This is an optimization exercise on Yosys and OpenROAD, whose aim is small area, a short achievable clock period and few clock cycles per item, not a production implementation.
In this exercise RTL edits were held to simulation tests only and were not proved equivalent to the original.
Power is estimated from default activity; no workload was simulated.

===== flow/run.sh =====
#!/bin/bash
# synth_recipe.tcl (not shown) runs the flow's synth.tcl, then flattens the netlist and writes it again
# the make line also repeats each setting of config.mk as NAME=value (left out here)
make -C /OpenROAD-flow-scripts/flow DESIGN_CONFIG=/design/flow/config.mk WORK_HOME=/design/flow/orfs CLKGATE_MAP_FILE= SYNTH_SCRIPT=/design/flow/synth_recipe.tcl finish

===== flow/design.v =====
`default_nettype none
package rtm_pkg;
  localparam int ENTRIES = 16;
  localparam int IDX_W   = (ENTRIES > 1) ? $clog2(ENTRIES) : 1;
  localparam int CNT_W   = $clog2(ENTRIES + 1);
  localparam int SLOT_W  = 4;
  typedef enum logic [2:0] {
    ST_ADDED     = 3'd0,
    ST_DUPLICATE = 3'd1,
    ST_FULL      = 3'd2,
    ST_MATCHED   = 3'd3,
    ST_NO_ROUTE  = 3'd4
  } rtm_status_t;
  typedef enum logic {
    ACT_ADD   = 1'b0,
    ACT_MATCH = 1'b1
  } rtm_action_t;
  typedef struct packed {
    logic        action;
    logic [31:0] address;
    logic [31:0] mask;
    logic [31:0] next_hop;
  } rtm_in_t;
  typedef struct packed {
    logic [2:0]        status;
    logic [31:0]       gateway_out;
    logic [SLOT_W-1:0] slot;
  } rtm_out_t;
  typedef struct packed {
    logic [31:0] dest;
    logic [31:0] mask;
    logic [31:0] gateway;
  } rtm_route_t;
  typedef struct packed {
    logic             en;
    logic [IDX_W-1:0] addr;
    rtm_route_t       data;
  } rtm_wr_t;
endpackage
`default_nettype wire
`default_nettype none
module rtm_route_mem
(
  input  wire logic             clk,
  input  wire rtm_pkg::rtm_wr_t wr,
  input  wire logic             rd_en,
  input  wire logic [rtm_pkg::IDX_W-1:0] rd_addr,
  output rtm_pkg::rtm_route_t   rd_data
);
  logic [95:0] route_mem_r [0:rtm_pkg::ENTRIES-1];
  rtm_pkg::rtm_route_t rd_data_r;
  always_ff @(posedge clk) begin
    if (wr.en) begin
      route_mem_r[wr.addr] <= wr.data;
    end
  end
  always_ff @(posedge clk) begin
    if (rd_en) begin
      rd_data_r <= route_mem_r[rd_addr];
    end
  end
  assign rd_data = rd_data_r;
endmodule
`default_nettype wire
`default_nettype none
module ipv4_route_table_match_core
(
  input  wire logic    clk,
  input  wire logic    rst_n,
  input  wire logic    start,
  input  wire rtm_pkg::rtm_in_t in_data,
  output logic         busy,
  output logic         out_valid,
  output rtm_pkg::rtm_out_t out_data
);
  localparam logic [rtm_pkg::CNT_W-1:0] CNT_ONE  = 1;
  localparam logic [rtm_pkg::CNT_W-1:0] CNT_FULL = rtm_pkg::ENTRIES;
  localparam logic [rtm_pkg::IDX_W-1:0] IDX_ONE  = 1;
  typedef enum logic {
    S_IDLE,
    S_SCAN
  } state_t;
  state_t             state_r,    state_nxt;
  logic [rtm_pkg::CNT_W-1:0]   count_r,    count_nxt;
  logic [rtm_pkg::CNT_W-1:0]   left_r,     left_nxt;
  logic [rtm_pkg::IDX_W-1:0]   iss_idx_r,  iss_idx_nxt;
  logic               pend_r,     pend_nxt;
  logic [rtm_pkg::IDX_W-1:0]   pend_idx_r, pend_idx_nxt;
  logic               out_valid_r, out_valid_nxt;
  rtm_pkg::rtm_out_t           out_data_r, out_data_nxt;
  logic               act_r;
  logic [31:0]        addr_r;
  logic [31:0]        mask_r;
  logic [31:0]        gw_r;
  rtm_pkg::rtm_wr_t            mem_wr;
  logic               mem_rd_en;
  logic [rtm_pkg::IDX_W-1:0]   mem_rd_addr;
  rtm_pkg::rtm_route_t         mem_rd_data;
  logic               accept;
  logic               hit;
  logic [rtm_pkg::CNT_W-1:0]   count_dec;
  logic [rtm_pkg::IDX_W+rtm_pkg::SLOT_W-1:0] pend_slot_w;
  logic [rtm_pkg::IDX_W+rtm_pkg::SLOT_W-1:0] add_slot_w;
  rtm_route_mem u_mem (
    .clk     (clk),
    .wr      (mem_wr),
    .rd_en   (mem_rd_en),
    .rd_addr (mem_rd_addr),
    .rd_data (mem_rd_data)
  );
  assign accept    = start && (state_r == S_IDLE);
  assign count_dec = count_r - CNT_ONE;
  assign pend_slot_w = {{rtm_pkg::SLOT_W{1'b0}}, pend_idx_r};
  assign add_slot_w  = {{rtm_pkg::SLOT_W{1'b0}}, count_r[rtm_pkg::IDX_W-1:0]};
  always_comb begin
    if (act_r == rtm_pkg::ACT_MATCH) begin
      hit = pend_r && ((addr_r & mem_rd_data.mask) == mem_rd_data.dest);
    end else begin
      hit = pend_r && (mem_rd_data.dest == addr_r) && (mem_rd_data.mask == mask_r);
    end
  end
  always_comb begin
    state_nxt     = state_r;
    count_nxt     = count_r;
    left_nxt      = left_r;
    iss_idx_nxt   = iss_idx_r;
    pend_nxt      = 1'b0;
    pend_idx_nxt  = pend_idx_r;
    out_valid_nxt = 1'b0;
    out_data_nxt  = out_data_r;
    mem_rd_en     = 1'b0;
    mem_rd_addr   = iss_idx_r;
    mem_wr.en     = 1'b0;
    mem_wr.addr   = count_r[rtm_pkg::IDX_W-1:0];
    mem_wr.data   = {addr_r, mask_r, gw_r};
    case (state_r)
      S_IDLE: begin
        if (start) begin
          state_nxt = S_SCAN;
          left_nxt  = count_r;
          if (in_data.action == rtm_pkg::ACT_MATCH) begin
            iss_idx_nxt = count_dec[rtm_pkg::IDX_W-1:0];
          end else begin
            iss_idx_nxt = '0;
          end
        end
      end
      S_SCAN: begin
        if (hit) begin
          state_nxt     = S_IDLE;
          out_valid_nxt = 1'b1;
          if (act_r == rtm_pkg::ACT_MATCH) begin
            out_data_nxt.status      = rtm_pkg::ST_MATCHED;
            out_data_nxt.gateway_out = mem_rd_data.gateway;
            out_data_nxt.slot        = pend_slot_w[rtm_pkg::SLOT_W-1:0];
          end else begin
            out_data_nxt.status      = rtm_pkg::ST_DUPLICATE;
            out_data_nxt.gateway_out = '0;
            out_data_nxt.slot        = '0;
          end
        end else if (left_r == '0) begin
          state_nxt                = S_IDLE;
          out_valid_nxt            = 1'b1;
          out_data_nxt.gateway_out = '0;
          out_data_nxt.slot        = '0;
          if (act_r == rtm_pkg::ACT_MATCH) begin
            out_data_nxt.status = rtm_pkg::ST_NO_ROUTE;
          end else if (count_r == CNT_FULL) begin
            out_data_nxt.status = rtm_pkg::ST_FULL;
          end else begin
            mem_wr.en           = 1'b1;
            count_nxt           = count_r + CNT_ONE;
            out_data_nxt.status = rtm_pkg::ST_ADDED;
            out_data_nxt.slot   = add_slot_w[rtm_pkg::SLOT_W-1:0];
          end
        end else begin
          mem_rd_en    = 1'b1;
          pend_nxt     = 1'b1;
          pend_idx_nxt = iss_idx_r;
          left_nxt     = left_r - CNT_ONE;
          if (act_r == rtm_pkg::ACT_MATCH) begin
            iss_idx_nxt = iss_idx_r - IDX_ONE;
          end else begin
            iss_idx_nxt = iss_idx_r + IDX_ONE;
          end
        end
      end
      default: begin
        state_nxt = S_IDLE;
      end
    endcase
  end
  always_ff @(posedge clk) begin
    if (!rst_n) begin
      state_r     <= S_IDLE;
      count_r     <= '0;
      left_r      <= '0;
      iss_idx_r   <= '0;
      pend_r      <= 1'b0;
      pend_idx_r  <= '0;
      out_valid_r <= 1'b0;
    end else begin
      state_r     <= state_nxt;
      count_r     <= count_nxt;
      left_r      <= left_nxt;
      iss_idx_r   <= iss_idx_nxt;
      pend_r      <= pend_nxt;
      pend_idx_r  <= pend_idx_nxt;
      out_valid_r <= out_valid_nxt;
    end
    out_data_r <= out_data_nxt;
  end
  always_ff @(posedge clk) begin
    if (accept) begin
      act_r  <= in_data.action;
      addr_r <= (in_data.action == rtm_pkg::ACT_MATCH) ? in_data.address
                                              : (in_data.address & in_data.mask);
      mask_r <= in_data.mask;
      gw_r   <= in_data.next_hop;
    end
  end
  assign busy      = (state_r != S_IDLE);
  assign out_valid = out_valid_r;
  assign out_data  = out_data_r;
endmodule
`default_nettype wire
`default_nettype none
module ipv4_route_table (
  input  wire logic        clk,
  input  wire logic        rst_n,
  input  wire logic        start,
  input  wire logic        in_action,
  input  wire logic [31:0] in_address,
  input  wire logic [31:0] in_mask,
  input  wire logic [31:0] in_next_hop,
  output logic             busy,
  output logic             out_valid,
  output logic [2:0]       out_status,
  output logic [31:0]      out_gateway,
  output logic [3:0]       out_slot
);
  rtm_pkg::rtm_in_t  in_data;
  rtm_pkg::rtm_out_t out_data;
  assign in_data = {in_action, in_address, in_mask, in_next_hop};
  ipv4_route_table_match_core u_core (
    .clk       (clk),
    .rst_n     (rst_n),
    .start     (start),
    .in_data   (in_data),
    .busy      (busy),
    .out_valid (out_valid),
    .out_data  (out_data)
  );
  assign out_status  = out_data.status;
  assign out_gateway = out_data.gateway_out;
  assign out_slot    = out_data.slot;
endmodule
`default_nettype wire

===== flow/constraint.sdc =====
create_clock -name core_clock -period 5.0 [get_ports {clk}]
set_input_delay 1.0000 -clock core_clock [delete_from_list [all_inputs] [get_ports {clk}]]
set_output_delay 1.0000 -clock core_clock [all_outputs]
set_load 0.01 [all_outputs]

===== flow/config.mk =====
export PLATFORM = sky130hd
export DESIGN_NAME = ipv4_route_table
export DESIGN_NICKNAME = ipv4_route_table
export VERILOG_FILES = /design/flow/design.v
export SDC_FILE = /design/flow/constraint.sdc
export NUM_CORES = 4
export LEC_CHECK = 0
export CAP_MARGIN = 20
export CORE_MARGIN = 2
export CORE_UTILIZATION = 40
export SLEW_MARGIN = 20

==> PnR_summary.wiki <==
{| class="wikitable"
! Metric !! Value
|-
| RSZ-0062 raised after global routing || false
|-
| Final critical path time including I/O delays and setup || 4180 ps
|-
| Mapped Cells || 2848
|-
| Sequential element share of the synthesized area || 0.789
|-
| Max Freq || 0.239 GHz
|-
| Clock tree from TritonCTS || yes
|-
| Worst slew pin tran || approximately 1100 ps
|-
| Hold crit path type || flop to flop
|-
| Post-synthesis adder-cell area fraction || 0.00196
|-
| Worst setup path startpoint || u_core.mask_r[6]
|-
| DR pass1 iterations || 5
|-
| Critical path data arrival time || 4630 ps
|-
| Register bit count reported by yosys || between 1500 and 2000
|-
| Total negative slack for setup checks || 0 ps
|-
| Final wirelength || 161 mm
|-
| Fraction of synthesized area in multiplexers || 0.160
|-
| CP endpoint kind || flop
|-
| Number of distinct standard cells referenced by the synthesized netlist || between 60 and 70
|-
| Commonest non-fill, non-tap cells in the layout || edfxtp_1, mux4_2, clkbuf_16
|-
| Initial antenna violation count || 8
|-
| Horiz. Die Dim || 416 µm
|-
| Clock transition time at the flip-flop clock pins of the worst setup and hold paths || ~70 ps
|-
| Count of flip-flops with a built-in enable after synthesis || roughly 1800
|-
| Levels on crit path || 8
|-
| Post-CTS Hold Fix Bufs || 0
|-
| Capture point of the critical path || u_core.u_mem.route_mem_r[7][59]
|-
| Ratio of cells with drive above 1 in the final layout || 0.252
|-
| Ordered list of cells on the worst path || xnor2_1 -> nand4_1 -> nor4_1 -> and3_1 -> a21oi_1 -> nand3b_1 -> nor2_4 -> buf_12
|-
| Final clock period utilization by the worst path || 0.837
|-
| Final Hold Vio Count || 0
|-
| Full die area || 173000 µm²
|-
| Starting Density || 0.402
|-
| Post-CTS setup-driven buffer insertion count || 0
|-
| Leakage power summed over all cells || 0.0236 µW
|-
| Latest clock arrival within the worst-skew pair || around 800 ps
|-
| Total power density per cell area || 406 nW/µm²
|-
| Number of global-route vias before repair || between 30000 and 40000
|-
| Number of nets produced by synthesis || roughly 3000
|-
| Maximum number of pins on one net before global-route repair || 79
|-
| Antenna violation net count after detailed routing || 0
|-
| All-layer global routing usage || 0.187
|-
| Prevailing post-synth register cell || edfxtp_1
|-
| Wire length of the first global-routing pass || 232 mm
|-
| Worst hold start || u_core.pend_idx_r[0]
|-
| Data required time of the worst path || 5440 ps
|-
| Per-cell routed wire length || 29.4 µm
|-
| R2r startpoint || u_core.mask_r[6]
|-
| Synthesized-area fraction occupied by and/or/nand/nor cells || 0.0216
|-
| Buf/Inv on CP || 1
|-
| Sum of net half-perimeters after detailed placement || 88.7 mm
|-
| Post-Syn Area per Cell || 23.8 µm²
|-
| Weighted congestion at the end of routability-driven global placement || approximately 0.85
|-
| Post-Route Skew || 40.5 ps
|-
| CTS Buf Count || roughly 180
|-
| Leading cell types by total area after synthesis || edfxtp_1, mux4_2, dfxtp_1
|-
| Max clock buf depth || 3
|-
| GR Overflow Total || 0
|-
| Area fraction in compound gates after synthesis || 0.0121
|-
| Nets || 3236
|-
| Endpoint of the worst register-to-register path || u_core.u_mem.route_mem_r[7][59]
|-
| Port Buffer Count || 140
|-
| Post-Synth XOR/XNOR Area || 0.00749
|-
| Class of the most critical setup path || flop to flop
|-
| Number of H-tree branching levels || 4
|-
| Placeable core region || 169000 µm²
|-
| Ys async rst share || 0
|-
| CP Launch Type || flop
|-
| Number of placement rows || about 150
|-
| Top Family by Delay on Critical Path || simple AND/OR/NAND/NOR gates
|-
| Largest family of logic cells by synthesized area || multiplexers
|-
| Post-synth top area cell || edfxtp_1
|-
| Relative area change from synthesis to final layout || 15.6%
|-
| Netlist area before placement || 67800 µm²
|-
| Count of cells along the worst register-to-register path || 8
|-
| Most common cell after layout, fill and taps aside || edfxtp_1
|-
| Count of cells along the worst hold path || 2
|-
| Setup slack on the worst flop-to-flop path || 820 ps
|-
| Final number of setup-violating endpoints || 0
|-
| Number of vias per cell || 5.63
|-
| Count of instances resized after the clock tree is built || 0
|-
| Count of routing violations after the opening detailed-route iteration || about 3400
|-
| Max Cap Viol || 0
|-
| Slowest stage delay, CP || around 700 ps
|-
| Synthesis warning total || 2
|-
| Critical path fanouts, max || approximately 50
|-
| Top cell type's share of synthesized area || 0.783
|-
| Worst slew margin || 0.257
|-
| Die height || 416 µm
|-
| Total count of max-transition violations in the final report || 0
|-
| Number of vias after detailed routing || between 30000 and 40000
|-
| # clock sinks || roughly 1800
|-
| Result of the run || no timing/DRC/antenna violations
|-
| Library cell used as clock root buffer || clkbuf_16
|-
| Boundary Pins || 141
|-
| Slowest stage cell, crit path || nor2_4
|-
| Worst ir drop on vdd || 0.358 mV
|-
| Count of unresolved DRC violations after routing || 0
|-
| Total power consumption of the routed design || 31800 µW
|}
## sequential cells by signal (all words and copies together) (netlist names)
| register | cells |
|---|---|
| u_core.state_r | 1 |
| u_core.iss_idx_r | 4 |
| u_core.mask_r | 32 |
| u_core.count_r | 5 |
| u_core.left_r | 5 |
| u_core.u_mem.rd_data_r | 96 |
| u_core.pend_r | 1 |
| u_core.act_r | 1 |
| u_core.out_valid_r | 1 |
| u_core.u_mem.route_mem_r | 1536 |
| u_core.addr_r | 32 |
| u_core.out_data_r | 39 |
| u_core.pend_idx_r | 4 |
| u_core.gw_r | 32 |
## metal layers
layer / vias up / track usage / routed length (µm)
met5: - / 0 / 0
met4: 0 / 0.0598 / 4960
met3: 223 / 0.0274 / 8550
met2: 1119 / 0.303 / 79300
met1: 16800 / 0.262 / 68500
li1: 12800 / - / -
## cell usage after synthesis, types with 4 or more instances
cell	number
dfxtp_1	21
o2111ai_1	8
edfxtp_1	1768
nand2_1	35
o21a_1	32
and3_1	9
and2_1	35
buf_1	33
nor2_1	23
nand4_1	33
a21o_1	4
mux4_2	480
nor2b_1	9
clkbuf_1	80
nand2b_1	40
a21oi_1	16
ha_1	9
nand3_1	21
buf_2	9
o21ai_0	8
xnor2_1	36
xor2_1	22
nor4_1	10
inv_1	21
nor3_1	17
nand3b_1	4
## area by class of cell
class,count,area (µm²)
Fill cell,13700,90500
Clock inverter,87,910
Tap cell,2218,2780
Clock buffer,228,4640
Antenna cell,1,2.50
Timing Repair Buffer,224,2550
Multi-Input combinational cell,912,13900
Inverter,23,91.3
Sequential cell,1789,53500
## stage by stage
step           instance area, µm²  hold WS (ps)  std cells   util  setup WS (ps)
2_1_floorplan               67900           454       2848      -          -1470
3_3_place_gp                72900           471       5166  0.431            880
3_5_place_dp                72900           469       5166  0.431            801
4_1_cts                     78400           483       5481  0.464            788
5_1_grt                     78400           506       5482  0.464            580
6_report                    78400           485       5482  0.464            815
## worst min-delay path, stage by stage, from the launching register on
cell	delay, ps
dfxtp_1	310
o21ai_0	70
a21oi_1	60
## worst min path at each step
stage / slack [ps] / to
2_1_floorplan: 450 / u_core.pend_idx_r[0]
3_3_place_gp: 470 / u_core.pend_idx_r[0]
3_5_place_dp: 470 / u_core.pend_idx_r[2]
4_1_cts: 480 / u_core.pend_idx_r[2]
5_1_grt: 510 / u_core.pend_idx_r[3]
6_report: 490 / u_core.pend_idx_r[0]
## report_power, final
| part | internal (µW) | switching, µW |
|---|---|---|
| Clock | 7240 | 5540 |
| Sequential | 16800 | 378 |
| Combinational | 968 | 952 |
## cell families (layout without fill, tap and decap cells)
logic type | after synthesis | in the layout
other | 0 | 1
XOR/XNOR | 58 | 58
flip-flops | 1789 | 1789
multiplexers | 482 | 482
adder cells (fa/ha/maj) | 10 | 10
AO/OA/AOI/OAI | 105 | 105
buffers and inverters | 147 | 562
AND/OR/NAND/NOR | 257 | 257
Testbench counts, summed over its fixed seeds: cycles 204,376, items 19,200.

-- re-timing with driven ports --
In the flow no input, the clock included, has a driving cell. The finished layout below was timed again as built, in two steps. Step 1 sets driving cells, clkbuf_16 on the clock port and buf_2 on the other inputs (assumed; they add their load-dependent delay and slew). Step 2, shift: input delay + t, output delay - t, t = (earliest + latest rising clock arrival at the registers) / 2. This alone moves slack from input paths to output paths. a / b / c = ideal / step 1 / step 2; a / b = the first two.
t, ns: 0.882
slack for setup (ns): 0.815 / 0.815 / 0.815
clock arrival spread, ns: 0.042 / 0.042
slew at the worst register clock pin (ns): 0.07 / 0.07
pins driven straight from the clock port: 1
After both steps this run still meets setup and hold. The setup slack of this run moves by 0.000 ns with the drivers and by 0.000 ns with both steps.
